From an optimization exercise on the open Yosys and OpenROAD flow, aimed at small area; shortcuts taken in it are not production practice. RTL that was checked went through simulation tests only; none was proved equivalent to the original. No functional check of the RTL was part of runs 2 and 4.

## design/flow/flow/area.abc

```
strash; &get -n; &dch; &nf -a -R 1000; &put; topo
```

## design/flow/standard.sh

```bash
#!/bin/bash
# synth_recipe.tcl (not shown) runs the flow's synth.tcl, then flattens the netlist and writes it again
# the make line also repeats each setting of config.mk as NAME=value (left out here)
make -C /OpenROAD-flow-scripts/flow DESIGN_CONFIG=/design/flow/config.mk WORK_HOME=/design/flow/orfs CLKGATE_MAP_FILE= SYNTH_SCRIPT=/design/flow/synth_recipe.tcl "${@:-finish}"
```

## design/flow/design.v

```verilog
module clefia_gfn4_round
(
    input  logic [127:0] t_i,
    input  logic [31:0]  rk0_i,
    input  logic [31:0]  rk1_i,
    output logic [127:0] t_c_o
);
    localparam logic [63:0] SS0 = 64'he6ca872fb14059d3;
    localparam logic [63:0] SS1 = 64'h640d2ba39cef8751;
    localparam logic [63:0] SS2 = 64'hb85ea64cf72310d9;
    localparam logic [63:0] SS3 = 64'ha26d345e0789bfc1;
    function automatic logic [3:0] gf4_x2(input logic [3:0] a);
        gf4_x2 = {a[2:0], 1'b0} ^ (a[3] ? 4'h3 : 4'h0);
    endfunction
    function automatic logic [7:0] sbox0(input logic [7:0] x);
        logic [3:0] t0, t1, u0, u1;
        logic [3:0] i0, i1, i2, i3;
        i0 = ~x[7:4];
        i1 = ~x[3:0];
        t0 = SS0[4*i0 +: 4];
        t1 = SS1[4*i1 +: 4];
        u0 = t0 ^ gf4_x2(t1);
        u1 = gf4_x2(t0) ^ t1;
        i2 = ~u0;
        i3 = ~u1;
        sbox0 = {SS2[4*i2 +: 4], SS3[4*i3 +: 4]};
    endfunction
    logic [31:0] t0, t1, t2, t3;
    logic [31:0] x0, x2;       
    logic [31:0] y0, y2;       
    logic [31:0] f0, f2;       
    assign {t0, t1, t2, t3} = t_i;
    assign x0 = rk0_i ^ t0;
    assign x2 = rk1_i ^ t2;
    assign y0[31:24] = sbox0(x0[31:24]);
    clefia_s1 u_s1_01 (.x(x0[23:16]), .y(y0[23:16]));
    assign y0[15:8] = sbox0(x0[15:8]);
    clefia_s1 u_s1_03 (.x(x0[7:0]), .y(y0[7:0]));
    clefia_m0 u_m0 (.y(y0), .f(f0));
    clefia_s1 u_s1_10 (.x(x2[31:24]), .y(y2[31:24]));
    assign y2[23:16] = sbox0(x2[23:16]);
    clefia_s1 u_s1_12 (.x(x2[15:8]), .y(y2[15:8]));
    assign y2[7:0] = sbox0(x2[7:0]);
    clefia_m1 u_m1 (.y(y2), .f(f2));
    assign t_c_o = {t1 ^ f0, t2, t3 ^ f2, t0};
endmodule
module clefia_s1 (input logic [7:0] x, output logic [7:0] y);
    logic T1, T2, T3, T4, T6, T8, T9, T10, T13, T14, T15, T16, T17, T19, T20, T22, T23, T24, T25, T26, T27, U7;
    logic a0, a1, a2, a3, a4, a5, a6, a7, a8, a9, a10, a11, a12, a13, a14, a15, a16, a17, a18, a19, a20, a21, a22, a23;
    logic M1, M2, M3, M4, M5, M6, M7, M8, M9, M10, M11, M12, M13, M14, M15, M16, M17, M18, M19, M20, M21, M22, M23, M24, M25, M26, M27, M28, M29, M30, M31, M32, M33, M34, M35, M36, M37, M38, M39, M40, M41, M42, M43, M44, M45, M46, M47, M48, M49, M50, M51, M52, M53, M54, M55, M56, M57, M58, M59, M60, M61, M62, M63;
    logic b0, b1, b2, b3, b4, b5, b6, b7, b8, b9, b10, b11, b12, b13, b14, b15, b16, b17, b18, b19, b20, b21, b22, b23, b24, b25, b26, b27, b28;
    assign a0 = x[2] ^ x[3];
    assign a1 = x[1] ^ x[4];
    assign a2 = x[6] ^ x[7];
    assign a3 = x[0] ^ a0;
    assign a4 = x[0] ^ x[1];
    assign a5 = x[5] ^ a2;
    assign a6 = x[0] ^ x[4];
    assign a7 = a0 ^ a1;
    assign a8 = x[3] ^ a1;
    assign a9 = x[5] ^ x[7];
    assign a10 = x[1] ^ a0;
    assign a11 = x[5] ^ x[6];
    assign a12 = x[3] ^ x[7];
    assign a13 = a2 ^ a8;
    assign a14 = a2 ^ a7;
    assign a15 = a1 ^ a9;
    assign a16 = x[0] ^ a1;
    assign a17 = a0 ^ a11;
    assign a18 = a5 ^ a10;
    assign a19 = x[7] ^ a0;
    assign a20 = a6 ^ a12;
    assign a21 = x[1] ^ a3;
    assign a22 = a3 ^ a11;
    assign a23 = x[5] ^ a8;
    assign T1 = a1;
    assign T2 = ~a6;
    assign T3 = a10;
    assign T4 = ~a4;
    assign T6 = a13;
    assign T8 = x[2];
    assign T9 = ~a19;
    assign T10 = ~a12;
    assign T13 = ~a3;
    assign T14 = a9;
    assign T15 = a15;
    assign T16 = ~a5;
    assign T17 = a17;
    assign T19 = a16;
    assign T20 = x[0];
    assign T22 = a21;
    assign T23 = ~a7;
    assign T24 = a20;
    assign T25 = a22;
    assign T26 = ~a18;
    assign T27 = ~a23;
    assign U7 = a14;
    assign M1 = T13 & T6;
    assign M2 = T23 & T8;
    assign M3 = T14 ^ M1;
    assign M4 = T19 & U7;
    assign M5 = M4 ^ M1;
    assign M6 = T3 & T16;
    assign M7 = T22 & T9;
    assign M8 = T26 ^ M6;
    assign M9 = T20 & T17;
    assign M10 = M9 ^ M6;
    assign M11 = T1 & T15;
    assign M12 = T4 & T27;
    assign M13 = M12 ^ M11;
    assign M14 = T2 & T10;
    assign M15 = M14 ^ M11;
    assign M16 = M3 ^ M2;
    assign M17 = M5 ^ T24;
    assign M18 = M8 ^ M7;
    assign M19 = M10 ^ M15;
    assign M20 = M16 ^ M13;
    assign M21 = M17 ^ M15;
    assign M22 = M18 ^ M13;
    assign M23 = M19 ^ T25;
    assign M24 = M22 ^ M23;
    assign M25 = M22 & M20;
    assign M26 = M21 ^ M25;
    assign M27 = M20 ^ M21;
    assign M28 = M23 ^ M25;
    assign M29 = M28 & M27;
    assign M30 = M26 & M24;
    assign M31 = M20 & M23;
    assign M32 = M27 & M31;
    assign M33 = M27 ^ M25;
    assign M34 = M21 & M22;
    assign M35 = M24 & M34;
    assign M36 = M24 ^ M25;
    assign M37 = M21 ^ M29;
    assign M38 = M32 ^ M33;
    assign M39 = M23 ^ M30;
    assign M40 = M35 ^ M36;
    assign M41 = M38 ^ M40;
    assign M42 = M37 ^ M39;
    assign M43 = M37 ^ M38;
    assign M44 = M39 ^ M40;
    assign M45 = M42 ^ M41;
    assign M46 = M44 & T6;
    assign M47 = M40 & T8;
    assign M48 = M39 & U7;
    assign M49 = M43 & T16;
    assign M50 = M38 & T9;
    assign M51 = M37 & T17;
    assign M52 = M42 & T15;
    assign M53 = M45 & T27;
    assign M54 = M41 & T10;
    assign M55 = M44 & T13;
    assign M56 = M40 & T23;
    assign M57 = M39 & T19;
    assign M58 = M43 & T3;
    assign M59 = M38 & T22;
    assign M60 = M37 & T20;
    assign M61 = M42 & T1;
    assign M62 = M45 & T4;
    assign M63 = M41 & T2;
    assign b0 = M59 ^ M63;
    assign b1 = M60 ^ b0;
    assign b2 = M53 ^ b1;
    assign b3 = M50 ^ b2;
    assign b4 = M58 ^ M62;
    assign b5 = M49 ^ M52;
    assign b6 = M55 ^ M56;
    assign b7 = M61 ^ b6;
    assign b8 = M48 ^ M54;
    assign b9 = M59 ^ M61;
    assign b10 = b4 ^ b9;
    assign b11 = M51 ^ M54;
    assign b12 = M47 ^ b8;
    assign b13 = M62 ^ b2;
    assign b14 = M46 ^ M49;
    assign b15 = b8 ^ b14;
    assign b16 = M57 ^ b4;
    assign b17 = b7 ^ b15;
    assign b18 = M62 ^ b1;
    assign b19 = b12 ^ b13;
    assign b20 = b5 ^ b11;
    assign b21 = M55 ^ b0;
    assign b22 = b10 ^ b20;
    assign b23 = M62 ^ b5;
    assign b24 = b5 ^ b7;
    assign b25 = b3 ^ b24;
    assign b26 = b3 ^ b17;
    assign b27 = b16 ^ b21;
    assign b28 = b3 ^ b23;
    assign y[0] = ~b18;
    assign y[1] = b10;
    assign y[2] = b26;
    assign y[3] = ~b25;
    assign y[4] = b27;
    assign y[5] = ~b19;
    assign y[6] = ~b22;
    assign y[7] = b28;
endmodule
module clefia_m0 (input logic [31:0] y, output logic [31:0] f);
    logic s0, s1, s2, s3, s4, s5, s6, s7, s8, s9, s10, s11, s12, s13, s14, s15, s16, s17, s18, s19, s20, s21, s22, s23, s24, s25, s26, s27, s28, s29, s30, s31, s32, s33, s34, s35, s36, s37, s38, s39, s40, s41, s42, s43, s44, s45, s46, s47, s48, s49, s50, s51, s52, s53, s54, s55, s56, s57, s58, s59, s60, s61, s62, s63, s64, s65, s66, s67, s68, s69, s70, s71, s72, s73, s74, s75, s76, s77, s78, s79, s80, s81, s82, s83, s84, s85, s86, s87, s88, s89, s90, s91, s92, s93, s94, s95, s96, s97, s98, s99, s100, s101, s102, s103, s104, s105, s106, s107, s108, s109, s110, s111;
    assign s0 = y[16] ^ y[0];
    assign s1 = y[17] ^ y[1];
    assign s2 = y[18] ^ y[2];
    assign s3 = y[19] ^ y[3];
    assign s4 = y[20] ^ y[4];
    assign s5 = y[21] ^ y[5];
    assign s6 = y[22] ^ y[6];
    assign s7 = y[23] ^ y[7];
    assign s8 = y[24] ^ y[8];
    assign s9 = y[25] ^ y[9];
    assign s10 = y[26] ^ y[10];
    assign s11 = y[27] ^ y[11];
    assign s12 = y[28] ^ y[12];
    assign s13 = y[29] ^ y[13];
    assign s14 = y[30] ^ y[14];
    assign s15 = y[31] ^ y[15];
    assign s16 = y[8] ^ y[0];
    assign s17 = y[9] ^ y[1];
    assign s18 = y[10] ^ y[2];
    assign s19 = y[11] ^ y[3];
    assign s20 = y[12] ^ y[4];
    assign s21 = y[13] ^ y[5];
    assign s22 = y[14] ^ y[6];
    assign s23 = y[15] ^ y[7];
    assign s24 = y[24] ^ y[16];
    assign s25 = y[25] ^ y[17];
    assign s26 = y[26] ^ y[18];
    assign s27 = y[27] ^ y[19];
    assign s28 = y[28] ^ y[20];
    assign s29 = y[29] ^ y[21];
    assign s30 = y[30] ^ y[22];
    assign s31 = y[31] ^ y[23];
    assign s32 = s1 ^ s7;
    assign s33 = s2 ^ s7;
    assign s34 = s3 ^ s7;
    assign s35 = s9 ^ s15;
    assign s36 = s10 ^ s15;
    assign s37 = s11 ^ s15;
    assign s38 = s22 ^ s23;
    assign s39 = s16 ^ s22;
    assign s40 = s17 ^ s38;
    assign s41 = s18 ^ s38;
    assign s42 = s19 ^ s23;
    assign s43 = s30 ^ s31;
    assign s44 = s24 ^ s30;
    assign s45 = s25 ^ s43;
    assign s46 = s26 ^ s43;
    assign s47 = s27 ^ s31;
    assign s48 = s7 ^ s22;
    assign s49 = s48 ^ y[24];
    assign s50 = s0 ^ s23;
    assign s51 = s50 ^ y[25];
    assign s52 = s32 ^ s39;
    assign s53 = s52 ^ y[26];
    assign s54 = s33 ^ s40;
    assign s55 = s54 ^ y[27];
    assign s56 = s34 ^ s41;
    assign s57 = s56 ^ y[28];
    assign s58 = s4 ^ s42;
    assign s59 = s58 ^ y[29];
    assign s60 = s5 ^ s20;
    assign s61 = s60 ^ y[30];
    assign s62 = s6 ^ s21;
    assign s63 = s62 ^ y[31];
    assign s64 = s15 ^ s22;
    assign s65 = s64 ^ y[16];
    assign s66 = s8 ^ s23;
    assign s67 = s66 ^ y[17];
    assign s68 = s35 ^ s39;
    assign s69 = s68 ^ y[18];
    assign s70 = s36 ^ s40;
    assign s71 = s70 ^ y[19];
    assign s72 = s37 ^ s41;
    assign s73 = s72 ^ y[20];
    assign s74 = s12 ^ s42;
    assign s75 = s74 ^ y[21];
    assign s76 = s13 ^ s20;
    assign s77 = s76 ^ y[22];
    assign s78 = s14 ^ s21;
    assign s79 = s78 ^ y[23];
    assign s80 = s7 ^ s30;
    assign s81 = s80 ^ y[8];
    assign s82 = s0 ^ s31;
    assign s83 = s82 ^ y[9];
    assign s84 = s32 ^ s44;
    assign s85 = s84 ^ y[10];
    assign s86 = s33 ^ s45;
    assign s87 = s86 ^ y[11];
    assign s88 = s34 ^ s46;
    assign s89 = s88 ^ y[12];
    assign s90 = s4 ^ s47;
    assign s91 = s90 ^ y[13];
    assign s92 = s5 ^ s28;
    assign s93 = s92 ^ y[14];
    assign s94 = s6 ^ s29;
    assign s95 = s94 ^ y[15];
    assign s96 = s15 ^ s30;
    assign s97 = s96 ^ y[0];
    assign s98 = s8 ^ s31;
    assign s99 = s98 ^ y[1];
    assign s100 = s35 ^ s44;
    assign s101 = s100 ^ y[2];
    assign s102 = s36 ^ s45;
    assign s103 = s102 ^ y[3];
    assign s104 = s37 ^ s46;
    assign s105 = s104 ^ y[4];
    assign s106 = s12 ^ s47;
    assign s107 = s106 ^ y[5];
    assign s108 = s13 ^ s28;
    assign s109 = s108 ^ y[6];
    assign s110 = s14 ^ s29;
    assign s111 = s110 ^ y[7];
    assign f[0] = s97;
    assign f[1] = s99;
    assign f[2] = s101;
    assign f[3] = s103;
    assign f[4] = s105;
    assign f[5] = s107;
    assign f[6] = s109;
    assign f[7] = s111;
    assign f[8] = s81;
    assign f[9] = s83;
    assign f[10] = s85;
    assign f[11] = s87;
    assign f[12] = s89;
    assign f[13] = s91;
    assign f[14] = s93;
    assign f[15] = s95;
    assign f[16] = s65;
    assign f[17] = s67;
    assign f[18] = s69;
    assign f[19] = s71;
    assign f[20] = s73;
    assign f[21] = s75;
    assign f[22] = s77;
    assign f[23] = s79;
    assign f[24] = s49;
    assign f[25] = s51;
    assign f[26] = s53;
    assign f[27] = s55;
    assign f[28] = s57;
    assign f[29] = s59;
    assign f[30] = s61;
    assign f[31] = s63;
endmodule
module clefia_m1 (input logic [31:0] y, output logic [31:0] f);
    logic s0, s1, s2, s3, s4, s5, s6, s7, s8, s9, s10, s11, s12, s13, s14, s15, s16, s17, s18, s19, s20, s21, s22, s23, s24, s25, s26, s27, s28, s29, s30, s31, s32, s33, s34, s35, s36, s37, s38, s39, s40, s41, s42, s43, s44, s45, s46, s47, s48, s49, s50, s51, s52, s53, s54, s55, s56, s57, s58, s59, s60, s61, s62, s63, s64, s65, s66, s67, s68, s69, s70, s71, s72, s73, s74, s75, s76, s77, s78, s79, s80, s81, s82, s83, s84, s85, s86, s87, s88, s89, s90, s91, s92, s93, s94, s95, s96, s97, s98, s99, s100, s101, s102, s103, s104, s105, s106, s107, s108, s109, s110, s111, s112, s113, s114, s115, s116, s117;
    assign s0 = y[16] ^ y[0];
    assign s1 = y[17] ^ y[1];
    assign s2 = y[18] ^ y[2];
    assign s3 = y[19] ^ y[3];
    assign s4 = y[20] ^ y[4];
    assign s5 = y[21] ^ y[5];
    assign s6 = y[22] ^ y[6];
    assign s7 = y[23] ^ y[7];
    assign s8 = y[24] ^ y[8];
    assign s9 = y[25] ^ y[9];
    assign s10 = y[26] ^ y[10];
    assign s11 = y[27] ^ y[11];
    assign s12 = y[28] ^ y[12];
    assign s13 = y[29] ^ y[13];
    assign s14 = y[30] ^ y[14];
    assign s15 = y[31] ^ y[15];
    assign s16 = y[8] ^ y[0];
    assign s17 = y[9] ^ y[1];
    assign s18 = y[10] ^ y[2];
    assign s19 = y[11] ^ y[3];
    assign s20 = y[12] ^ y[4];
    assign s21 = y[13] ^ y[5];
    assign s22 = y[14] ^ y[6];
    assign s23 = y[15] ^ y[7];
    assign s24 = y[24] ^ y[16];
    assign s25 = y[25] ^ y[17];
    assign s26 = y[26] ^ y[18];
    assign s27 = y[27] ^ y[19];
    assign s28 = y[28] ^ y[20];
    assign s29 = y[29] ^ y[21];
    assign s30 = y[30] ^ y[22];
    assign s31 = y[31] ^ y[23];
    assign s32 = s5 ^ s7;
    assign s33 = s0 ^ s5;
    assign s34 = s6 ^ s33;
    assign s35 = s1 ^ s6;
    assign s36 = s32 ^ s35;
    assign s37 = s2 ^ s6;
    assign s38 = s7 ^ s37;
    assign s39 = s3 ^ s7;
    assign s40 = s13 ^ s15;
    assign s41 = s8 ^ s13;
    assign s42 = s14 ^ s41;
    assign s43 = s9 ^ s14;
    assign s44 = s40 ^ s43;
    assign s45 = s10 ^ s14;
    assign s46 = s15 ^ s45;
    assign s47 = s11 ^ s15;
    assign s48 = s17 ^ s23;
    assign s49 = s18 ^ s23;
    assign s50 = s19 ^ s23;
    assign s51 = s25 ^ s31;
    assign s52 = s26 ^ s31;
    assign s53 = s27 ^ s31;
    assign s54 = s5 ^ s23;
    assign s55 = s54 ^ y[24];
    assign s56 = s6 ^ s16;
    assign s57 = s56 ^ y[25];
    assign s58 = s32 ^ s48;
    assign s59 = s58 ^ y[26];
    assign s60 = s34 ^ s49;
    assign s61 = s60 ^ y[27];
    assign s62 = s36 ^ s50;
    assign s63 = s62 ^ y[28];
    assign s64 = s38 ^ s20;
    assign s65 = s64 ^ y[29];
    assign s66 = s39 ^ s21;
    assign s67 = s66 ^ y[30];
    assign s68 = s4 ^ s22;
    assign s69 = s68 ^ y[31];
    assign s70 = s13 ^ s23;
    assign s71 = s70 ^ y[16];
    assign s72 = s14 ^ s16;
    assign s73 = s72 ^ y[17];
    assign s74 = s40 ^ s48;
    assign s75 = s74 ^ y[18];
    assign s76 = s42 ^ s49;
    assign s77 = s76 ^ y[19];
    assign s78 = s44 ^ s50;
    assign s79 = s78 ^ y[20];
    assign s80 = s46 ^ s20;
    assign s81 = s80 ^ y[21];
    assign s82 = s47 ^ s21;
    assign s83 = s82 ^ y[22];
    assign s84 = s12 ^ s22;
    assign s85 = s84 ^ y[23];
    assign s86 = s5 ^ s31;
    assign s87 = s86 ^ y[8];
    assign s88 = s6 ^ s24;
    assign s89 = s88 ^ y[9];
    assign s90 = s32 ^ s51;
    assign s91 = s90 ^ y[10];
    assign s92 = s34 ^ s52;
    assign s93 = s92 ^ y[11];
    assign s94 = s36 ^ s53;
    assign s95 = s94 ^ y[12];
    assign s96 = s38 ^ s28;
    assign s97 = s96 ^ y[13];
    assign s98 = s39 ^ s29;
    assign s99 = s98 ^ y[14];
    assign s100 = s4 ^ s30;
    assign s101 = s100 ^ y[15];
    assign s102 = s13 ^ s31;
    assign s103 = s102 ^ y[0];
    assign s104 = s14 ^ s24;
    assign s105 = s104 ^ y[1];
    assign s106 = s40 ^ s51;
    assign s107 = s106 ^ y[2];
    assign s108 = s42 ^ s52;
    assign s109 = s108 ^ y[3];
    assign s110 = s44 ^ s53;
    assign s111 = s110 ^ y[4];
    assign s112 = s46 ^ s28;
    assign s113 = s112 ^ y[5];
    assign s114 = s47 ^ s29;
    assign s115 = s114 ^ y[6];
    assign s116 = s12 ^ s30;
    assign s117 = s116 ^ y[7];
    assign f[0] = s103;
    assign f[1] = s105;
    assign f[2] = s107;
    assign f[3] = s109;
    assign f[4] = s111;
    assign f[5] = s113;
    assign f[6] = s115;
    assign f[7] = s117;
    assign f[8] = s87;
    assign f[9] = s89;
    assign f[10] = s91;
    assign f[11] = s93;
    assign f[12] = s95;
    assign f[13] = s97;
    assign f[14] = s99;
    assign f[15] = s101;
    assign f[16] = s71;
    assign f[17] = s73;
    assign f[18] = s75;
    assign f[19] = s77;
    assign f[20] = s79;
    assign f[21] = s81;
    assign f[22] = s83;
    assign f[23] = s85;
    assign f[24] = s55;
    assign f[25] = s57;
    assign f[26] = s59;
    assign f[27] = s61;
    assign f[28] = s63;
    assign f[29] = s65;
    assign f[30] = s67;
    assign f[31] = s69;
endmodule
module clefia_ks_gfn12
(
    input  logic               clk,
    input  logic               rst,
    input  logic               start,
    input  logic [127:0]       key,
    output logic [3:0]         Round,
    input  logic [63:0]        CON,
    output logic               busy,
    output logic               done,
    output logic [127:0]       L
);
    logic [127:0] t_q;
    logic [127:0] t_rnd;
    logic [3:0]   round_q;
    logic [127:0] l_q;
    logic         done_q;
    logic         run_c, last_c;
    assign run_c  = |round_q;
    assign last_c = round_q[3] & round_q[2];
    clefia_gfn4_round u_round (
        .t_i    (t_q),
        .rk0_i  (CON[63:32]),
        .rk1_i  (CON[31:0]),
        .t_c_o  (t_rnd)
    );
    always_ff @(posedge clk) begin
        t_q <= run_c ? t_rnd : key;
    end
    always_ff @(posedge clk) begin
        if (rst) begin
            round_q <= 4'd0;
            done_q  <= 1'b0;
            l_q     <= '0;
        end else begin
            done_q <= last_c;
            if (last_c)
                round_q <= 4'd0;
            else if (run_c)
                round_q <= round_q + 4'd1;
            else if (start && !done_q)
                round_q <= 4'd1;
            if (last_c)
                l_q <= {t_rnd[31:0], t_rnd[127:32]};
        end
    end
    assign Round = round_q;
    assign busy  = run_c;
    assign done  = done_q;
    assign L     = l_q;
endmodule
```

## design/flow/constraint.sdc

```tcl
create_clock -name core_clock -period 8.0 [get_ports {clk}]
set_input_delay 1.6000 -clock core_clock [delete_from_list [all_inputs] [get_ports {clk}]]
set_output_delay 1.6000 -clock core_clock [all_outputs]
set_load 0.01 [all_outputs]
```

## design/flow/flow/run.sh

```bash
#!/bin/bash
# Layout flow: the standard flow (standard.sh) with
#  - synthesis by flow/synth.tcl: the standard synthesis with its combinational
#    logic mapped for area (registers unchanged; see synth.tcl),
#  - minimum-size buffers (buf_1) on the ports.
# make's full output goes to layout.log here; ORFS's per-step logs stay under orfs/logs.
set -euo pipefail
W=$(pwd)
F=$W/flow
bash standard.sh SYNTH_SCRIPT=$F/synth.tcl \
  "BUFFER_PORTS_ARGS=-buffer_cell sky130_fd_sc_hd__buf_1" \
  finish > $W/layout.log 2>&1
```

## design/flow/config.mk

```make
export PLATFORM = sky130hd
export DESIGN_NAME = clefia_ks_gfn12
export DESIGN_NICKNAME = clefia_ks_gfn12
export VERILOG_FILES = /design/flow/design.v
export SDC_FILE = /design/flow/constraint.sdc
export NUM_CORES = 4
export LEC_CHECK = 0
export CAP_MARGIN = 20
export CORE_MARGIN = 2
export CORE_UTILIZATION = 60
export CTS_BUF_LIST = sky130_fd_sc_hd__clkbuf_4 sky130_fd_sc_hd__clkbuf_8
export CTS_CLUSTER_DIAMETER = 100
export CTS_CLUSTER_SIZE = 16
export GPL_TIMING_DRIVEN = 0
export SLEW_MARGIN = 20
```

## design/flow/flow/synth.tcl

```tcl
# The standard synthesis script (synth_recipe.tcl) with three changes that
# touch only the combinational logic:
#  - Yosys's synth runs with -noabc (no intermediate generic ABC pass),
#  - ORFS's half/full-adder extraction (extract_fa) is skipped,
#  - the final ABC technology mapping uses flow/area.abc, an area-oriented
#    script, in place of ORFS's speed script.
# Every register, its name and its cell type are those of the standard synthesis.
set area_abc_script [file join [file dirname [file normalize [info script]]] area.abc]
proc synth {args} { yosys synth -nofsm -noshare -noabc {*}$args }
proc extract_fa {args} { puts "extract_fa skipped" }
proc abc {args} {
  set i [lsearch -exact $args -script]
  if { $i >= 0 } { set args [lreplace $args $i [expr {$i + 1}] -script $::area_abc_script] }
  yosys abc {*}$args
}
source $::env(SCRIPTS_DIR)/synth.tcl
# left out here: clear keep_hierarchy, flatten, clean up, hide names made inside functions, write 1_2_yosys.v
```

==> impl_metrics.csv, run 1 <==
group,metric,value,unit
status,status,"complete, no violations",
clock_network,cts.sink_count,261,
routing,viasPerCell,5.41,
synthesis,syn_area,15800,µm²
finish,multi_input_area,10500,µm²
critical_path,worstSetupStartpointType,"primary input",
sta,grt_setup_unrepaired,"false",
clock_network,clock_latency,570,ps
finish,seq_area,5230,µm²
synthesis,ys_ff_latch,261,
critical_path,arrival,7980,ps
placed_design,place_congestion,0.968,
clock_network,cts_tree,"built",
finish,final_nets,2451,
sta,setup-tns-final,0,ps
sta,finalSetupViolCount,0,
synthesis,yosysWarnings,2,
finish,areaGrowthSynthToFinish,14.3,%
global_routing,antenna_found_initial,2,
clock_network,cts_hold_buf,0,
sta,tightest_slew,879,ps
critical_path,cp_max_fo,6,
floorplanning,fp.dieH,166,µm
synthesis,synthesis.nets,2089,
synthesis,syn_inst,1894,
sta,slew_violations,0,
critical_path,critPathCaptureType,"flip-flop",
sta,period_minus_slack,7560,ps
placed_design,port_buffers,328,
global_routing,grt.total_usage,33.2,%
job,cap_violations,0,
synthesis,synth_seq_area_share,33.1,%
floorplanning,die_w,166,µm
floorplanning,core_area,25900,µm²
floorplanning,io_pins,329,
clock_network,cts.htree.levels,1,
placed_design,place_ws,-358,ps
clock_network,cts_buffers,20,
synthesis,ys_top_cells_by_area,"dfxtp_1, xnor2_1, xor2_1",
synthesis,yosys.cell_types.count,33,
clock_network,clock_tree.root_cell,"clkbuf_8",
synthesis,async_flop_share,0,%
sta,fin_worst_skew,24.4,ps
clock_network,clkTransAtPathRegs,110,ps
worst_hold_path,worstHoldPathType,"reg2reg",
routing,dr.pass1.iters,5,
sta,maxSlewHeadroom,41.0,%
global_routing,grt_pass1_vias,13197,
synthesis,synth_top_area_share,33.1,%
sta,holdWs,461,ps
sta,finalCritPeriodShare,94.4,%
routing,drc,0,
synthesis,yosysTopAreaCell,"dfxtp_1",
finish,fillers,2256,
global_routing,overflow,0,
synthesis,avgSynthCellArea,8.32,µm²
global_routing,grt_max_degree,106,
sta,fmax,132,MHz
global_routing,grt_pass1_wl,72700,µm
clock_network,cts_buffer_depth,3,
sta,worst_slack,445,ps
routing,wl,48200,µm
placed_design,hpwl,38700,µm
floorplanning,row_count,59,
synthesis,synth-edff-count,0,
finish,final_cell_mix,"xnor2_1, nand2_1, buf_1",
finish,layout_commonest_cell,"xnor2_1",
finish,drive_gt1_share,1.91,%
floorplanning,fp.dieArea,27600,µm²
critical_path,crit_type,"in2reg",
routing,via_count,14021,
routing,wl_per_cell,18.6,µm
routing,drtIter0Drc,919,
routing,postRouteAntennaNets,0,
critical_path,required,8420,ps
floorplanning,initial_core_util,60.8,%
synthesis,synthFlopType,"dfxtp_1",
sta,hold_viol,0,
==> synth_stat cells, drive strengths merged (6+ instances only) <==
cell / instances
nand2b: 18
clkinv: 21
xnor2: 503
o21ai: 101
or2: 6
a21oi: 117
nor3: 6
a22o: 64
o22ai: 6
nand2: 334
xor2: 208
dfxtp: 261
nor2: 202
a31oi: 6
nor2b: 13
==> metal layers <==
layer / up-vias / wire length (µm) / global-route usage (%)
li1: 6848 / - / -
met1: 6487 / 21200 / 46.2
met2: 600 / 21500 / 52.9
met3: 86 / 3740 / 5.10
met4: 0 / 1710 / 11.3
met5: - / 0 / 0
==> critical path, cell delays in order <==
cell and delay (ps):
buf_1 90, xnor2_1 390, xnor2_2 240, xnor2_1 380, xnor2_1 160, o21ai_0 190, o21ai_0 200, xnor2_1 360
nor2b_1 250, xor2_1 190, mux2i_1 510, xor2_1 310, xor2_1 130, nor2_1 360, xor2_1 360, xnor2_2 250
xnor2_2 400, xor2_1 500, xor2_1 320, xnor2_1 170, xnor2_1 410, a21oi_1 170
==> path summary, 6_finish.rpt <==
check / cells past startpoint / to / slack (ps) / startpoint
setup reg to reg: 21 / t_q[124]$_DFF_P_ / 1160 / t_q[97]$_DFF_P_
hold reg to reg: 2 / l_q[6]$_SDFFE_PP0P_ / 460 / l_q[6]$_SDFFE_PP0P_
setup / recovery: 22 / t_q[124]$_DFF_P_ / 440 / CON[33]
hold / removal: 2 / l_q[6]$_SDFFE_PP0P_ / 460 / l_q[6]$_SDFFE_PP0P_
==> logic make-up after synthesis <==
| kind of cell | synth area share (%) |
|---|---|
| xor gates and xnor gates | 39.7 |
| and+or+nand+nor | 14.8 |
| AOI/OAI and AO/OA | 11.7 |
| DFF | 33.1 |
| buffers and inverters | 0.500 |
| muxes | 0.262 |
==> area by class of cell <==
class | count | share of cell area, %
antenna | 2 | 0.0278
clock buffer | 21 | 1.60
clock inverter | 1 | 0.0903
inverter | 21 | 0.493
multi-input combinational | 1612 | 58.4
sequential | 261 | 29.0
tap | 335 | 2.33
timing repair buffer | 340 | 8.09
==> registers in the layout (all words and copies together) (netlist names) <==
name     flops
t_q        128
l_q        128
round_q      4
done_q       1
==> per-stage QoR <==
stage                     area, µm²  util, %  instances
after global routing          18000     69.5       2591
final                         18000     69.5       2593
after CTS                     18000     69.4       2591
after floorplan               15800        -       1894
after global placement        17400     67.3       2557
after detailed placement      17700     68.2       2569
==> timing repair <==
| item | in CTS | in global routing |
|---|---|---|
| setup endpoints to repair | 0 | 24 |
| buffers inserted | 0 | 0 |
| gates resized for setup | 0 | 4 |
==> inputs of run 2 (changes only) <==
--- a/design/flow/design.v
+++ b/design/flow/design.v
@@ -513,9 +513,10 @@
     logic [3:0]   round_q;
     logic [127:0] l_q;
     logic         done_q;
-    logic         run_c, last_c;
+    logic         run_c, load_c, last_c;
     assign run_c  = |round_q;
     assign last_c = round_q[3] & round_q[2];
+    assign load_c = ~run_c & ~done_q;
     clefia_gfn4_round u_round (
         .t_i    (t_q),
         .rk0_i  (CON[63:32]),
@@ -523,7 +524,7 @@
         .t_c_o  (t_rnd)
     );
     always_ff @(posedge clk) begin
-        t_q <= run_c ? t_rnd : key;
+        t_q <= ({128{run_c}} & t_rnd) | ({128{load_c}} & key);
     end
     always_ff @(posedge clk) begin
         if (rst) begin
==> run 2 against run 1 <==
Still clean on timing, DRC and antenna. Maximum frequency rose by 0.11%. Final area barely moved. Core utilization rose by 0.18 points. Clock skew rose by 2.2 ps. Critical path depth did not move. Synthesized cell count fell by 6.8%. Register-to-register slack barely moved. Area after synthesis fell by 0.80%. Critical endpoint is now l_q[68]$_SDFFE_PP0P_. Largest cell class unchanged. Highest routed layer is now met5.
==> impl_metrics.csv, run 2 <==
group,metric,value,unit
status,status,"complete, no violations",
clock_network,clock_latency,570,ps
critical_path,timing.rr.end,"l_q[4]$_SDFFE_PP0P_",
critical_path,crit_type,"in2reg",
global_routing,grt_pass1_vias,13014,
global_routing,overflow,0,
sta,finalSetupViolCount,0,
critical_path,cp_max_fo,6,
finish,areaGrowthSynthToFinish,15.2,%
critical_path,rrSetupSlack,1160,ps
placed_design,place_ws,-186,ps
clock_network,cts_buffers,20,
worst_hold_path,worstHoldPathType,"reg2reg",
job,cap_violations,0,
finish,layout_commonest_cell,"xnor2_1",
floorplanning,row_count,59,
sta,setup-tns-final,0,ps
clock_network,clkTransAtPathRegs,100,ps
clock_network,cts_hold_buf,0,
placed_design,place_congestion,0.980,
routing,drc,0,
synthesis,async_flop_share,0,%
synthesis,synth_commonest_cells,"xnor2_1, dfxtp_1, nand2_1, xor2_1, o21ai_0",
sta,tightest_slew,941,ps
critical_path,worstSetupStartpointType,"primary input",
clock_network,cts_tree,"built",
routing,wl,49400,µm
placed_design,placedInstanceArea,17600,µm²
floorplanning,fp.dieH,165,µm
floorplanning,die_w,165,µm
global_routing,grt_pass1_wl,72300,µm
sta,period_minus_slack,7550,ps
routing,postRouteAntennaNets,0,
synthesis,yosysWarnings,2,
worst_hold_path,hold_path_depth,2,
routing,via_count,13746,
sta,maxSlewHeadroom,36.8,%
finish,finalInstanceArea,18000,µm²
placed_design,port_buffers,328,
floorplanning,fp.dieArea,27400,µm²
finish,final_cell_mix,"xnor2_1, buf_1, dfxtp_1",
critical_path,rr_startpoint,"t_q[41]$_DFF_P_",
finish,fillers,2226,
clock_network,cts.sink_count,261,
clock_network,clock_tree.root_cell,"clkbuf_8",
sta,fin_worst_skew,26.6,ps
critical_path,r2r_cells,21,
routing,dr.pass1.iters,5,
sta,holdWs,460,ps
critical_path,arrival,7980,ps
synthesis,synth_seq_area_share,33.4,%
worst_hold_path,min_to,"l_q[89]$_SDFFE_PP0P_",
finish,reg.largest.list,"l_q (128), t_q (128), round_q (4)",
finish,drive_gt1_share,2.34,%
sta,finalCritPeriodShare,94.3,%
sta,slew_violations,0,
floorplanning,io_pins,329,
placed_design,hpwl,39000,µm
synthesis,ys_ff_latch,261,
global_routing,grt.total_usage,34.7,%
routing,viasPerCell,5.57,
clock_network,cts_buffer_depth,3,
synthesis,synth-edff-count,0,
floorplanning,core_area,25800,µm²
clock_network,cts.htree.levels,1,
synthesis,synth_most_common_cell,"xnor2_1",
worst_hold_path,min_from,"l_q[89]$_SDFFE_PP0P_",
critical_path,critPathCaptureType,"flip-flop",
synthesis,syn_area,15600,µm²
global_routing,antenna_found_initial,4,
finish,final_nets,2325,
critical_path,required,8430,ps
routing,drtIter0Drc,965,
floorplanning,initial_core_util,60.5,%
synthesis,avgSynthCellArea,8.86,µm²
global_routing,grt_max_degree,72,
routing,wl_per_cell,20.0,µm
synthesis,synthFlopType,"dfxtp_1",
synthesis,syn_inst,1765,
sta,worst_slack,453,ps
sta,fmax,132,MHz
synthesis,yosys.cell_types.count,27,
synthesis,synth_top_area_share,33.4,%
synthesis,synthesis.nets,1960,
synthesis,ys_top_cells_by_area,"dfxtp_1, xnor2_1, xor2_1",
sta,hold_viol,0,
synthesis,yosysTopAreaCell,"dfxtp_1",
[run 2: cell types whose count changed in the layout (fill, tap and decap cells not counted), sizes merged, moves of 3 or more]
cell and delta:
nor2 -68, xnor2 +4, and2 +4, clkinv -3
a21oi -59, buf +3, a31oi +5, nor2b +5
nand2 -127, a22o +72, o21ai +51
[run 2: cells by family (layout without fill, tap and decap cells)]
logic type                Yosys count  count (layout)  share of synthesized area (%)
xor gates and xnor gates          715             715                           40.1
and+or+nand+nor                   396             396                           10.3
AOI/OAI and AO/OA                 375             375                           15.6
DFF                               261             261                           33.4
buffers and inverters              17             385                          0.408
muxes                               1               1                         0.0640
other                               0               1                              0
[run 2: worst max path at each step]
stage	start	end
finish	CON[49]	l_q[68]$_SDFFE_PP0P_
global route	CON[25]	l_q[4]$_SDFFE_PP0P_
CTS	CON[33]	l_q[75]$_SDFFE_PP0P_
detailed placement	CON[33]	l_q[75]$_SDFFE_PP0P_
global placement	round_q[3]$_SDFFE_PP0P_	t_q[95]$_DFF_P_
floorplan	round_q[3]$_SDFFE_PP0P_	t_q[107]$_DFF_P_
[run 2: layer usage]
layer	up-vias	part of all wire [%]	track usage (%)
li1	6610	-	-
met1	6477	43	45.9
met2	561	45	56.5
met3	96	7.6	5.94
met4	2	4.2	13.5
met5	-	0.026	0
[run 2: layout make-up]
type,count,area [µm²],area share (%)
diodes,1,2.50,0.0139
clock buffers,22,297,1.65
clock inverters,3,40.0,0.222
inverters,17,73.8,0.410
multi-input cells,1487,10400,57.8
flip-flops and latches,261,5230,29.0
well taps,335,419,2.33
repair buffers,343,1540,8.57
[run 2: critical path, cell delays in order]
cell     delay (ps)
buf_1            80
xor2_1          190
xnor2_1         570
xor2_1          360
xor2_1          220
nor2_1          110
xnor2_1         180
xnor2_1         420
nor2b_1         270
nor3_1           70
a21oi_1         340
xor2_1          300
xnor2_1         120
nor2_1          370
xnor2_1         200
xnor2_1         560
xnor2_1         360
xnor2_2         450
xor2_1          280
xnor2_1         180
xnor2_1         530
o21ai_0         190
[run 2: timing repair]
action / in CTS / in global routing
resized for setup: 0 / 4
endpoints found under the setup margin: 0 / 20
buffers inserted: 0 / 0
[run 2: per-stage QoR]
| step | utilization (%) | cells |
|---|---|---|
| after detailed placement | 68.3 | 2443 |
| after CTS | 69.6 | 2468 |
| after global routing | 69.7 | 2469 |
| final | 69.7 | 2469 |
| after floorplan | - | 1765 |
| after global placement | 66.9 | 2428 |
==> inputs of run 3 (changes only) <==
--- a/design/flow/design.v
+++ b/design/flow/design.v
@@ -513,10 +513,9 @@
     logic [3:0]   round_q;
     logic [127:0] l_q;
     logic         done_q;
-    logic         run_c, load_c, last_c;
+    logic         run_c, last_c;
     assign run_c  = |round_q;
     assign last_c = round_q[3] & round_q[2];
-    assign load_c = ~run_c & ~done_q;
     clefia_gfn4_round u_round (
         .t_i    (t_q),
         .rk0_i  (CON[63:32]),
@@ -524,7 +523,7 @@
         .t_c_o  (t_rnd)
     );
     always_ff @(posedge clk) begin
-        t_q <= ({128{run_c}} & t_rnd) | ({128{load_c}} & key);
+        t_q <= run_c ? t_rnd : key;
     end
     always_ff @(posedge clk) begin
         if (rst) begin
==> design/flow/flow/run.sh (replaced) <==
#!/bin/bash
# Layout flow: the standard flow (standard.sh) with
#  - synthesis by flow/synth.tcl: the standard synthesis with an area-oriented
#    final ABC mapping (registers unchanged),
#  - minimum-size buffers (buf_1) on the ports.
# make's full output goes to layout.log here; ORFS's per-step logs stay under orfs/logs.
set -euo pipefail
W=$(pwd)
F=$W/flow
bash standard.sh SYNTH_SCRIPT=$F/synth.tcl \
  "BUFFER_PORTS_ARGS=-buffer_cell sky130_fd_sc_hd__buf_1" \
  finish > $W/layout.log 2>&1
==> design/flow/flow/synth.tcl (replaced) <==
# The standard synthesis script (synth_recipe.tcl) with one change: the final
# ABC technology mapping uses flow/area.abc, an area-oriented script, in place
# of ORFS's speed script. Everything before it (and so every register, its name
# and its cell type) is the standard synthesis.
set area_abc_script [file join [file dirname [file normalize [info script]]] area.abc]
proc synth {args} { yosys synth -nofsm -noshare {*}$args }
proc abc {args} {
  set i [lsearch -exact $args -script]
  if { $i >= 0 } { set args [lreplace $args $i [expr {$i + 1}] -script $::area_abc_script] }
  yosys abc {*}$args
}
source $::env(SCRIPTS_DIR)/synth.tcl
# left out here: clear keep_hierarchy, flatten, clean up, hide names made inside functions, write 1_2_yosys.v
--- a/design/flow/config.mk
+++ b/design/flow/config.mk
@@ -10,6 +10,6 @@
 export CORE_UTILIZATION = 60
 export CTS_BUF_LIST = sky130_fd_sc_hd__clkbuf_4 sky130_fd_sc_hd__clkbuf_8
 export CTS_CLUSTER_DIAMETER = 100
-export CTS_CLUSTER_SIZE = 16
+export CTS_CLUSTER_SIZE = 14
 export GPL_TIMING_DRIVEN = 0
 export SLEW_MARGIN = 20
==> run 3 against run 2 <==
Still clean on timing, DRC and antenna. Worst hold slack worse by 4.0 ps. Via count is 9.5% higher. Register-to-register slack worse by 120 ps. Area after synthesis up 7.9%. Maximum frequency fell by 0.40%. Die area grew 7.7%. Non-clock buffer count down 8. Critical path depth up 1. Sequential share of layout area fell by 1.8 points. Clock skew rose by 5.5 ps.
==> impl_metrics.csv, run 3 <==
group,metric,value,unit
sta,fin_worst_skew,32.1,ps
sta,slew_violations,0,
routing,dr.pass1.iters,5,
sta,hold_viol,0,
floorplanning,row_count,61,
synthesis,synth_most_common_cell,"xnor2_1",
clock_network,clock_latency,590,ps
floorplanning,die_w,172,µm
synthesis,yosysTopAreaCell,"dfxtp_1",
global_routing,grt_pass1_vias,14228,
job,cap_violations,0,
routing,wl,52200,µm
routing,wl_per_cell,18.9,µm
routing,via_count,15045,
critical_path,cpPeakStageDelay,680,ps
critical_path,cp_max_fo,7,
clock_network,cts.htree.levels,1,
placed_design,place_congestion,0.973,
sta,finalCritPeriodShare,94.7,%
synthesis,ys_top_cells_by_area,"dfxtp_1, xnor2_1, xor2_1",
synthesis,synth_commonest_cells,"xnor2_1, nand2_1, dfxtp_1, xor2_1, nor2_1",
clock_network,clock_tree.root_cell,"clkbuf_8",
global_routing,overflow,0,
synthesis,synthesis.nets,2288,
clock_network,clkTransAtPathRegs,90,ps
routing,postRouteAntennaNets,0,
global_routing,grt_pass1_wl,77500,µm
critical_path,required,8420,ps
synthesis,synth_top_area_share,31.0,%
global_routing,grt.total_usage,34.4,%
synthesis,yosysWarnings,2,
synthesis,synthFlopType,"dfxtp_1",
clock_network,cts.sink_count,261,
sta,fmax,132,MHz
placed_design,place_ws,-237,ps
worst_hold_path,worstHoldPathType,"reg2reg",
clock_network,cts_tree,"built",
routing,viasPerCell,5.45,
sta,tightest_slew,964,ps
clock_network,cts_buffer_depth,3,
synthesis,syn_area,16900,µm²
critical_path,r2r_cells,22,
synthesis,yosys.cell_types.count,34,
sta,period_minus_slack,7580,ps
routing,drtIter0Drc,1148,
critical_path,critPathCaptureType,"flip-flop",
critical_path,crit_top_cell,"xnor2_1",
floorplanning,fp.dieH,172,µm
sta,setup-tns-final,0,ps
finish,drive_gt1_share,1.93,%
global_routing,antenna_found_initial,1,
status,status,"complete, no violations",
finish,reg.largest.list,"l_q (128), t_q (128), round_q (4)",
finish,final_cell_mix,"xnor2_1, nand2_1, buf_1",
sta,maxSlewHeadroom,35.1,%
sta,finalSetupViolCount,0,
synthesis,syn_inst,2021,
critical_path,worstSetupStartpointType,"primary input",
synthesis,synth_seq_area_share,31.0,%
finish,areaGrowthSynthToFinish,13.7,%
critical_path,path_cells,"buf_1 -> xor2_1 -> xnor2_1 -> xnor2_1 -> xnor2_1 -> or2_0 -> xnor2_1 -> xnor2_1 -> a21oi_1 -> xnor2_1 -> xor2_1 -> nand2_1 -> xnor2_1 -> xor2_1 -> xnor2_1 -> xor2_1 -> xnor2_1 -> xnor2_1 -> xnor2_1 -> xor2_1 -> xnor2_1 -> xnor2_1 -> o21ai_0",
clock_network,cts_buffers,22,
floorplanning,core_area,27700,µm²
global_routing,grt_max_degree,98,
finish,layout_commonest_cell,"xnor2_1",
synthesis,avgSynthCellArea,8.35,µm²
routing,drc,0,
finish,final_nets,2647,
placed_design,hpwl,41500,µm
placed_design,port_buffers,328,
worst_hold_path,hold_path_depth,2,
floorplanning,initial_core_util,60.9,%
critical_path,crit_type,"in2reg",
synthesis,synth-edff-count,0,
synthesis,async_flop_share,0,%
floorplanning,fp.dieArea,29500,µm²
floorplanning,io_pins,329,
synthesis,ys_ff_latch,261,
critical_path,cp_slowest_cell,"xnor2_1",
critical_path,arrival,8000,ps
sta,worst_slack,423,ps
-- run 3: changes by cell type after synthesis, sizes merged, moves of 7 or more --
| cell | change |
|---|---|
| o21ai | -61 |
| clkinv | +43 |
| nor3 | +13 |
| xor2 | +7 |
| nand2b | -8 |
| a21oi | +67 |
| a22o | -63 |
| nand2 | +140 |
| mux2i | +7 |
| xnor2 | -33 |
| ha | +72 |
| nor2 | +70 |
-- run 3: cell families after synthesis --
kind of cell / count (synthesis) / share of synthesized area, %
xor gates and xnor gates: 688 / 35.7
and+or+nand+nor: 596 / 13.8
AOI/OAI and AO/OA: 334 / 12.1
DFF: 261 / 31.0
adders and majority gates: 72 / 5.34
buffers and inverters: 60 / 1.34
muxes: 10 / 0.675
-- run 3: layout make-up --
type | count | area, µm²
diodes | 1 | 2.50
clock buffers | 23 | 317
clock inverters | 1 | 7.51
fillers | 2473 | 8520
inverters | 60 | 235
multi-input cells | 1700 | 11500
flip-flops and latches | 261 | 5230
well taps | 378 | 473
repair buffers | 335 | 1420
-- run 3: timing repair --
item,CTS,global route
hold endpoints to repair,0,0
hold buffers,0,0
gates resized for setup,0,9
buffers inserted,0,0
endpoints found under the setup margin,0,27
-- run 3: path summary, 6_finish.rpt --
kind                        start                   end  slack (ps)
max reg2reg       t_q[60]$_DFF_P_  l_q[11]$_SDFFE_PP0P_        1040
min reg2reg  l_q[16]$_SDFFE_PP0P_  l_q[16]$_SDFFE_PP0P_         460
min          l_q[16]$_SDFFE_PP0P_  l_q[16]$_SDFFE_PP0P_         460
max                       CON[25]  l_q[11]$_SDFFE_PP0P_         420
-- run 3: critical path: cells and delay by family --
| kind | cells | cell delay, ps |
|---|---|---|
| xor gates and xnor gates | 18 | 5600 |
| and+or+nand+nor | 2 | 400 |
| AOI/OAI and AO/OA | 2 | 290 |
| buffers and inverters | 1 | 90 |
-- run 3: metrics by stage --
stage / hold WS (ps) / std cells / utilization [%] / area (µm²)
2_1_floorplan: 447 / 2021 / - / 16900
3_3_place_gp: 433 / 2727 / 67.0 / 18600
4_1_cts: 462 / 2758 / 69.0 / 19100
5_1_grt: 488 / 2758 / 69.2 / 19200
6_report: 456 / 2759 / 69.3 / 19200
3_5_place_dp: 440 / 2734 / 67.8 / 18800
-- run 3: layer usage --
layer | global-route usage (%) | share of wire [%] | vias to the layer above
met5 | 0 | 0 | -
li1 | - | - | 7273
met3 | 7.02 | 8.5 | 113
met2 | 53.9 | 43 | 663
met4 | 14.8 | 4.5 | 0
met1 | 46.0 | 44 | 6996
==> inputs of run 4 (changes only) <==
--- a/design/flow/design.v
+++ b/design/flow/design.v
@@ -513,9 +513,10 @@
     logic [3:0]   round_q;
     logic [127:0] l_q;
     logic         done_q;
-    logic         run_c, last_c;
+    logic         run_c, load_c, last_c;
     assign run_c  = |round_q;
     assign last_c = round_q[3] & round_q[2];
+    assign load_c = ~run_c & ~done_q;
     clefia_gfn4_round u_round (
         .t_i    (t_q),
         .rk0_i  (CON[63:32]),
@@ -523,7 +524,7 @@
         .t_c_o  (t_rnd)
     );
     always_ff @(posedge clk) begin
-        t_q <= run_c ? t_rnd : key;
+        t_q <= ({128{run_c}} & t_rnd) | ({128{load_c}} & key);
     end
     always_ff @(posedge clk) begin
         if (rst) begin
==> design/flow/flow/run.sh (replaced) <==
#!/bin/bash
# Layout flow: the standard flow (standard.sh) with
#  - synthesis by flow/synth.tcl: the standard synthesis with its combinational
#    logic mapped for area (registers unchanged; see synth.tcl),
#  - minimum-size buffers (buf_1) on the ports,
#  - the largest buffers and inverters added to the platform's don't-use list,
#    so that high-fanout nets are repaired with smaller buffers.
# make's full output goes to layout.log here; ORFS's per-step logs stay under orfs/logs.
set -euo pipefail
W=$(pwd)
F=$W/flow
PLATFORM_DONT_USE="sky130_fd_sc_hd__probe_p_8 sky130_fd_sc_hd__probec_p_8 sky130_fd_sc_hd__lpflow_bleeder_1 sky130_fd_sc_hd__lpflow_clkbufkapwr_1 sky130_fd_sc_hd__lpflow_clkbufkapwr_16 sky130_fd_sc_hd__lpflow_clkbufkapwr_2 sky130_fd_sc_hd__lpflow_clkbufkapwr_4 sky130_fd_sc_hd__lpflow_clkbufkapwr_8 sky130_fd_sc_hd__lpflow_clkinvkapwr_1 sky130_fd_sc_hd__lpflow_clkinvkapwr_16 sky130_fd_sc_hd__lpflow_clkinvkapwr_2 sky130_fd_sc_hd__lpflow_clkinvkapwr_4 sky130_fd_sc_hd__lpflow_clkinvkapwr_8 sky130_fd_sc_hd__lpflow_decapkapwr_12 sky130_fd_sc_hd__lpflow_decapkapwr_3 sky130_fd_sc_hd__lpflow_decapkapwr_4 sky130_fd_sc_hd__lpflow_decapkapwr_6 sky130_fd_sc_hd__lpflow_decapkapwr_8 sky130_fd_sc_hd__lpflow_inputiso0n_1 sky130_fd_sc_hd__lpflow_inputiso0p_1 sky130_fd_sc_hd__lpflow_inputiso1n_1 sky130_fd_sc_hd__lpflow_inputiso1p_1 sky130_fd_sc_hd__lpflow_inputisolatch_1 sky130_fd_sc_hd__lpflow_isobufsrc_1 sky130_fd_sc_hd__lpflow_isobufsrc_16 sky130_fd_sc_hd__lpflow_isobufsrc_2 sky130_fd_sc_hd__lpflow_isobufsrc_4 sky130_fd_sc_hd__lpflow_isobufsrc_8 sky130_fd_sc_hd__lpflow_isobufsrckapwr_16 sky130_fd_sc_hd__lpflow_lsbuf_lh_hl_isowell_tap_1 sky130_fd_sc_hd__lpflow_lsbuf_lh_hl_isowell_tap_2 sky130_fd_sc_hd__lpflow_lsbuf_lh_hl_isowell_tap_4 sky130_fd_sc_hd__lpflow_lsbuf_lh_isowell_4 sky130_fd_sc_hd__lpflow_lsbuf_lh_isowell_tap_1 sky130_fd_sc_hd__lpflow_lsbuf_lh_isowell_tap_2 sky130_fd_sc_hd__lpflow_lsbuf_lh_isowell_tap_4"
EXTRA_DONT_USE="sky130_fd_sc_hd__buf_8 sky130_fd_sc_hd__buf_12 sky130_fd_sc_hd__buf_16 sky130_fd_sc_hd__bufinv_8 sky130_fd_sc_hd__bufinv_16 sky130_fd_sc_hd__inv_12 sky130_fd_sc_hd__inv_16 sky130_fd_sc_hd__clkinv_16"
bash standard.sh SYNTH_SCRIPT=$F/synth.tcl \
  "BUFFER_PORTS_ARGS=-buffer_cell sky130_fd_sc_hd__buf_1" \
  "DONT_USE_CELLS=$PLATFORM_DONT_USE $EXTRA_DONT_USE" \
  finish > $W/layout.log 2>&1
==> design/flow/flow/synth.tcl (replaced) <==
# The standard synthesis script (synth_recipe.tcl) with three changes that
# touch only the combinational logic:
#  - Yosys's synth runs with -noabc (no intermediate generic ABC pass),
#  - ORFS's half/full-adder extraction (extract_fa) is skipped,
#  - the final ABC technology mapping uses flow/area.abc, an area-oriented
#    script, in place of ORFS's speed script.
# Every register, its name and its cell type are those of the standard synthesis.
set area_abc_script [file join [file dirname [file normalize [info script]]] area.abc]
proc synth {args} { yosys synth -nofsm -noshare -noabc {*}$args }
proc extract_fa {args} { puts "extract_fa skipped" }
proc abc {args} {
  set i [lsearch -exact $args -script]
  if { $i >= 0 } { set args [lreplace $args $i [expr {$i + 1}] -script $::area_abc_script] }
  yosys abc {*}$args
}
source $::env(SCRIPTS_DIR)/synth.tcl
# left out here: clear keep_hierarchy, flatten, clean up, hide names made inside functions, write 1_2_yosys.v
--- a/design/flow/config.mk
+++ b/design/flow/config.mk
@@ -9,7 +9,7 @@
 export CORE_MARGIN = 2
 export CORE_UTILIZATION = 60
 export CTS_BUF_LIST = sky130_fd_sc_hd__clkbuf_4 sky130_fd_sc_hd__clkbuf_8
-export CTS_CLUSTER_DIAMETER = 100
-export CTS_CLUSTER_SIZE = 14
+export CTS_CLUSTER_DIAMETER = 80
+export CTS_CLUSTER_SIZE = 12
 export GPL_TIMING_DRIVEN = 0
 export SLEW_MARGIN = 20
==> run 4 against run 3 <==
Worst setup slack improved by 8.1 ps. Clock skew fell by 1.5 ps. Via count fell by 8.1%. Area after synthesis fell by 7.3%. Still clean on timing, DRC and antenna. Sequential cell count did not move. Worst hold slack got worse by 2.7 ps. Critical path type unchanged. Die area fell by 7.1%. Final area fell by 6.6%. Core utilization rose by 0.077 points. Global-route usage rose by 0.20 points. Synthesized cell count fell by 13%.
==> impl_metrics.csv, run 4 <==
group,metric,value,unit
global_routing,grt.total_usage,34.6,%
synthesis,yosysTopAreaCell,"dfxtp_1",
synthesis,yosysWarnings,2,
synthesis,async_flop_share,0,%
sta,maxSlewHeadroom,38.9,%
critical_path,r2r_cells,21,
clock_network,cts_tree,"built",
routing,wl,49000,µm
finish,layout_commonest_cell,"xnor2_1",
sta,hold_viol,0,
routing,viasPerCell,5.60,
sta,period_minus_slack,7570,ps
routing,postRouteAntennaNets,0,
finish,final_nets,2329,
critical_path,arrival,8040,ps
synthesis,synth-edff-count,0,
critical_path,critPathCaptureType,"flip-flop",
critical_path,path_cells,"buf_1 -> xor2_1 -> xnor2_1 -> xor2_1 -> xnor2_1 -> nor2_1 -> xor2_1 -> xnor2_1 -> clkinv_1 -> o21ai_0 -> xor2_1 -> xnor2_1 -> nor2_1 -> xor2_1 -> xnor2_1 -> xnor2_1 -> xnor2_1 -> xor2_1 -> xnor2_1 -> xnor3_1 -> xnor2_1 -> o21ai_0",
synthesis,ys_top_cells_by_area,"dfxtp_1, xnor2_1, xor2_1",
clock_network,cts_setup_buffers,0,
synthesis,synth_seq_area_share,33.4,%
finish,reg.largest.list,"l_q (128), t_q (128), round_q (4)",
critical_path,cpPeakStageDelay,630,ps
global_routing,grt_pass1_vias,12945,
routing,drc,0,
global_routing,overflow,0,
job,cap_violations,0,
global_routing,grt_pass1_wl,72300,µm
sta,grt_setup_unrepaired,"false",
routing,dr.pass1.iters,5,
placed_design,place_congestion,0.980,
global_routing,grt_max_degree,72,
routing,met3_wirelength,4030,µm
critical_path,crit_buf_inv,2,
critical_path,path_delay_family,"XOR/XNOR gates",
routing,drtIter0Drc,1240,
floorplanning,die_w,165,µm
finish,fin_util,69.3,%
finish,areaGrowthSynthToFinish,14.6,%
sta,finalCritPeriodShare,94.6,%
clock_network,cts_hold_buf,0,
clock_network,clkTransAtPathRegs,100,ps
clock_network,cts_buffer_depth,3,
sta,holdWs,454,ps
synthesis,synthFlopType,"dfxtp_1",
sta,setup-tns-final,0,ps
synthesis,synth_commonest_cells,"xnor2_1, dfxtp_1, nand2_1, xor2_1, o21ai_0",
floorplanning,row_count,59,
synthesis,syn_area,15600,µm²
synthesis,synth_top_area_share,33.4,%
placed_design,port_buffers,328,
placed_design,hpwl,38700,µm
synthesis,synthesis.nets,1960,
clock_network,clock_latency,590,ps
critical_path,worstSetupStartpointType,"primary input",
clock_network,cts_buffers,25,
worst_hold_path,hold_path_depth,2,
floorplanning,initial_core_util,60.5,%
clock_network,clock_tree.root_cell,"clkbuf_8",
floorplanning,io_pins,329,
status,status,"complete, no violations",
clock_network,cts.sink_count,261,
finish,drive_gt1_share,2.53,%
clock_network,cts.htree.levels,1,
critical_path,rr_startpoint,"t_q[60]$_DFF_P_",
critical_path,cp_max_fo,6,
routing,wl_met2,21900,µm
critical_path,required,8470,ps
critical_path,crit_type,"in2reg",
synthesis,synth_most_common_cell,"xnor2_1",
sta,tightest_slew,909,ps
synthesis,avgSynthCellArea,8.86,µm²
worst_hold_path,min_from,"l_q[14]$_SDFFE_PP0P_",
sta,fin_worst_skew,30.7,ps
floorplanning,fp.dieArea,27400,µm²
synthesis,yosys.cell_types.count,27,
finish,final_cell_mix,"xnor2_1, buf_1, dfxtp_1",
floorplanning,fp.dieH,165,µm
critical_path,timing.rr.end,"l_q[4]$_SDFFE_PP0P_",
routing,met1_length,21200,µm
critical_path,crit_top_cell,"xnor2_1",
sta,slew_violations,0,
routing,via_count,13823,
worst_hold_path,worstHoldPathType,"reg2reg",
routing,top_layer_used,"met5",
synthesis,ys_ff_latch,261,
routing,wl_per_cell,19.8,µm
sta,fmax,132,MHz
sta,finalSetupViolCount,0,
finish,fillers,2234,
critical_path,rrSetupSlack,1010,ps
critical_path,cp_slowest_cell,"xnor2_1",
global_routing,antenna_found_initial,3,
synthesis,syn_inst,1765,
floorplanning,core_area,25800,µm²
worst_hold_path,min_to,"l_q[14]$_SDFFE_PP0P_",
clock_network,cts-resized-gates,0,
[run 4: worst min-delay path, cell delays in order, from the launching register on]
cell and delay, ps:
dfxtp_1 330, nand2_1 40, o21ai_0 50
[run 4: area by class of cell]
type / instances / area (µm²) / share of cell area (%)
multi-input combinational: 1487 / 10400 / 58.3
sequential: 261 / 5230 / 29.2
timing repair buffer: 342 / 1390 / 7.77
tap: 335 / 419 / 2.34
clock buffer: 27 / 365 / 2.04
inverter: 17 / 73.8 / 0.412
antenna: 1 / 2.50 / 0.0140
[run 4: per-layer routing]
| metal | vias up | track usage [%] |
|---|---|---|
| li1 | 6602 | - |
| met1 | 6546 | 46.8 |
| met2 | 582 | 56.1 |
| met3 | 91 | 6.02 |
| met4 | 2 | 11.7 |
| met5 | - | 0 |
[run 4: metrics by stage]
step / area (µm²) / setup slack (ps) / cells
after floorplan: 15600 / 329 / 1765
after global placement: 17300 / -6890 / 2428
after detailed placement: 17500 / -164 / 2442
after CTS: 17900 / 422 / 2469
after global routing: 17900 / 9.78 / 2469
final: 17900 / 431 / 2470
[run 4: how the worst max path moves through the flow]
stage	from	endpoint	slack, ps	depth (start not counted)
4_1_cts	CON[33]	l_q[83]$_SDFFE_PP0P_	420	23
5_1_grt	CON[33]	l_q[83]$_SDFFE_PP0P_	10	23
3_5_place_dp	CON[33]	l_q[75]$_SDFFE_PP0P_	-160	25
6_report	CON[9]	l_q[4]$_SDFFE_PP0P_	430	22
3_3_place_gp	round_q[3]$_SDFFE_PP0P_	t_q[95]$_DFF_P_	-6890	4
2_1_floorplan	round_q[3]$_SDFFE_PP0P_	t_q[107]$_DFF_P_	330	4
[run 4: kinds of logic (layout without fill, tap and decap cells)]
family,count (synthesis),after routing,synth area share (%)
xor+xnor,715,715,40.1
simple gates,396,396,10.3
compound gates,375,375,15.6
flops,261,261,33.4
buf+inv,17,386,0.408
mux,1,1,0.0640
other cells,0,1,0

## port drivers added, routing unchanged
The flow's constraints put no driver on any port. The routed layouts listed below were extracted and timed again, unchanged, in two steps.
Step 1 sets driving cells, clkbuf_16 on the clock port and buf_2 on the other inputs (assumed; they add their load-dependent delay and slew).
Step 2 moves the port delays by t, midway between the first and last clock arrival at a register: inputs arrive t later, outputs are due t later. That takes back most of the time a late clock gives input paths.
Three values: ideal ports, drivers, drivers and shift; two values: the first two.
run | t, ns | setup WS [ns] | latest minus earliest clock arrival (ns)
run 1 | 0.607 | 0.445 / 0.472 / -0.135 | 0.025 / 0.024
run 2 | 0.600 | 0.453 / 0.477 / -0.123 | 0.027 / 0.026
run 3 | 0.617 | 0.423 / 0.442 / -0.175 | 0.035 / 0.036
run 4 | 0.617 | 0.431 / 0.450 / -0.167 | 0.031 / 0.031
With both steps, setup timing fails in every run listed, where it was met with ideal ports.
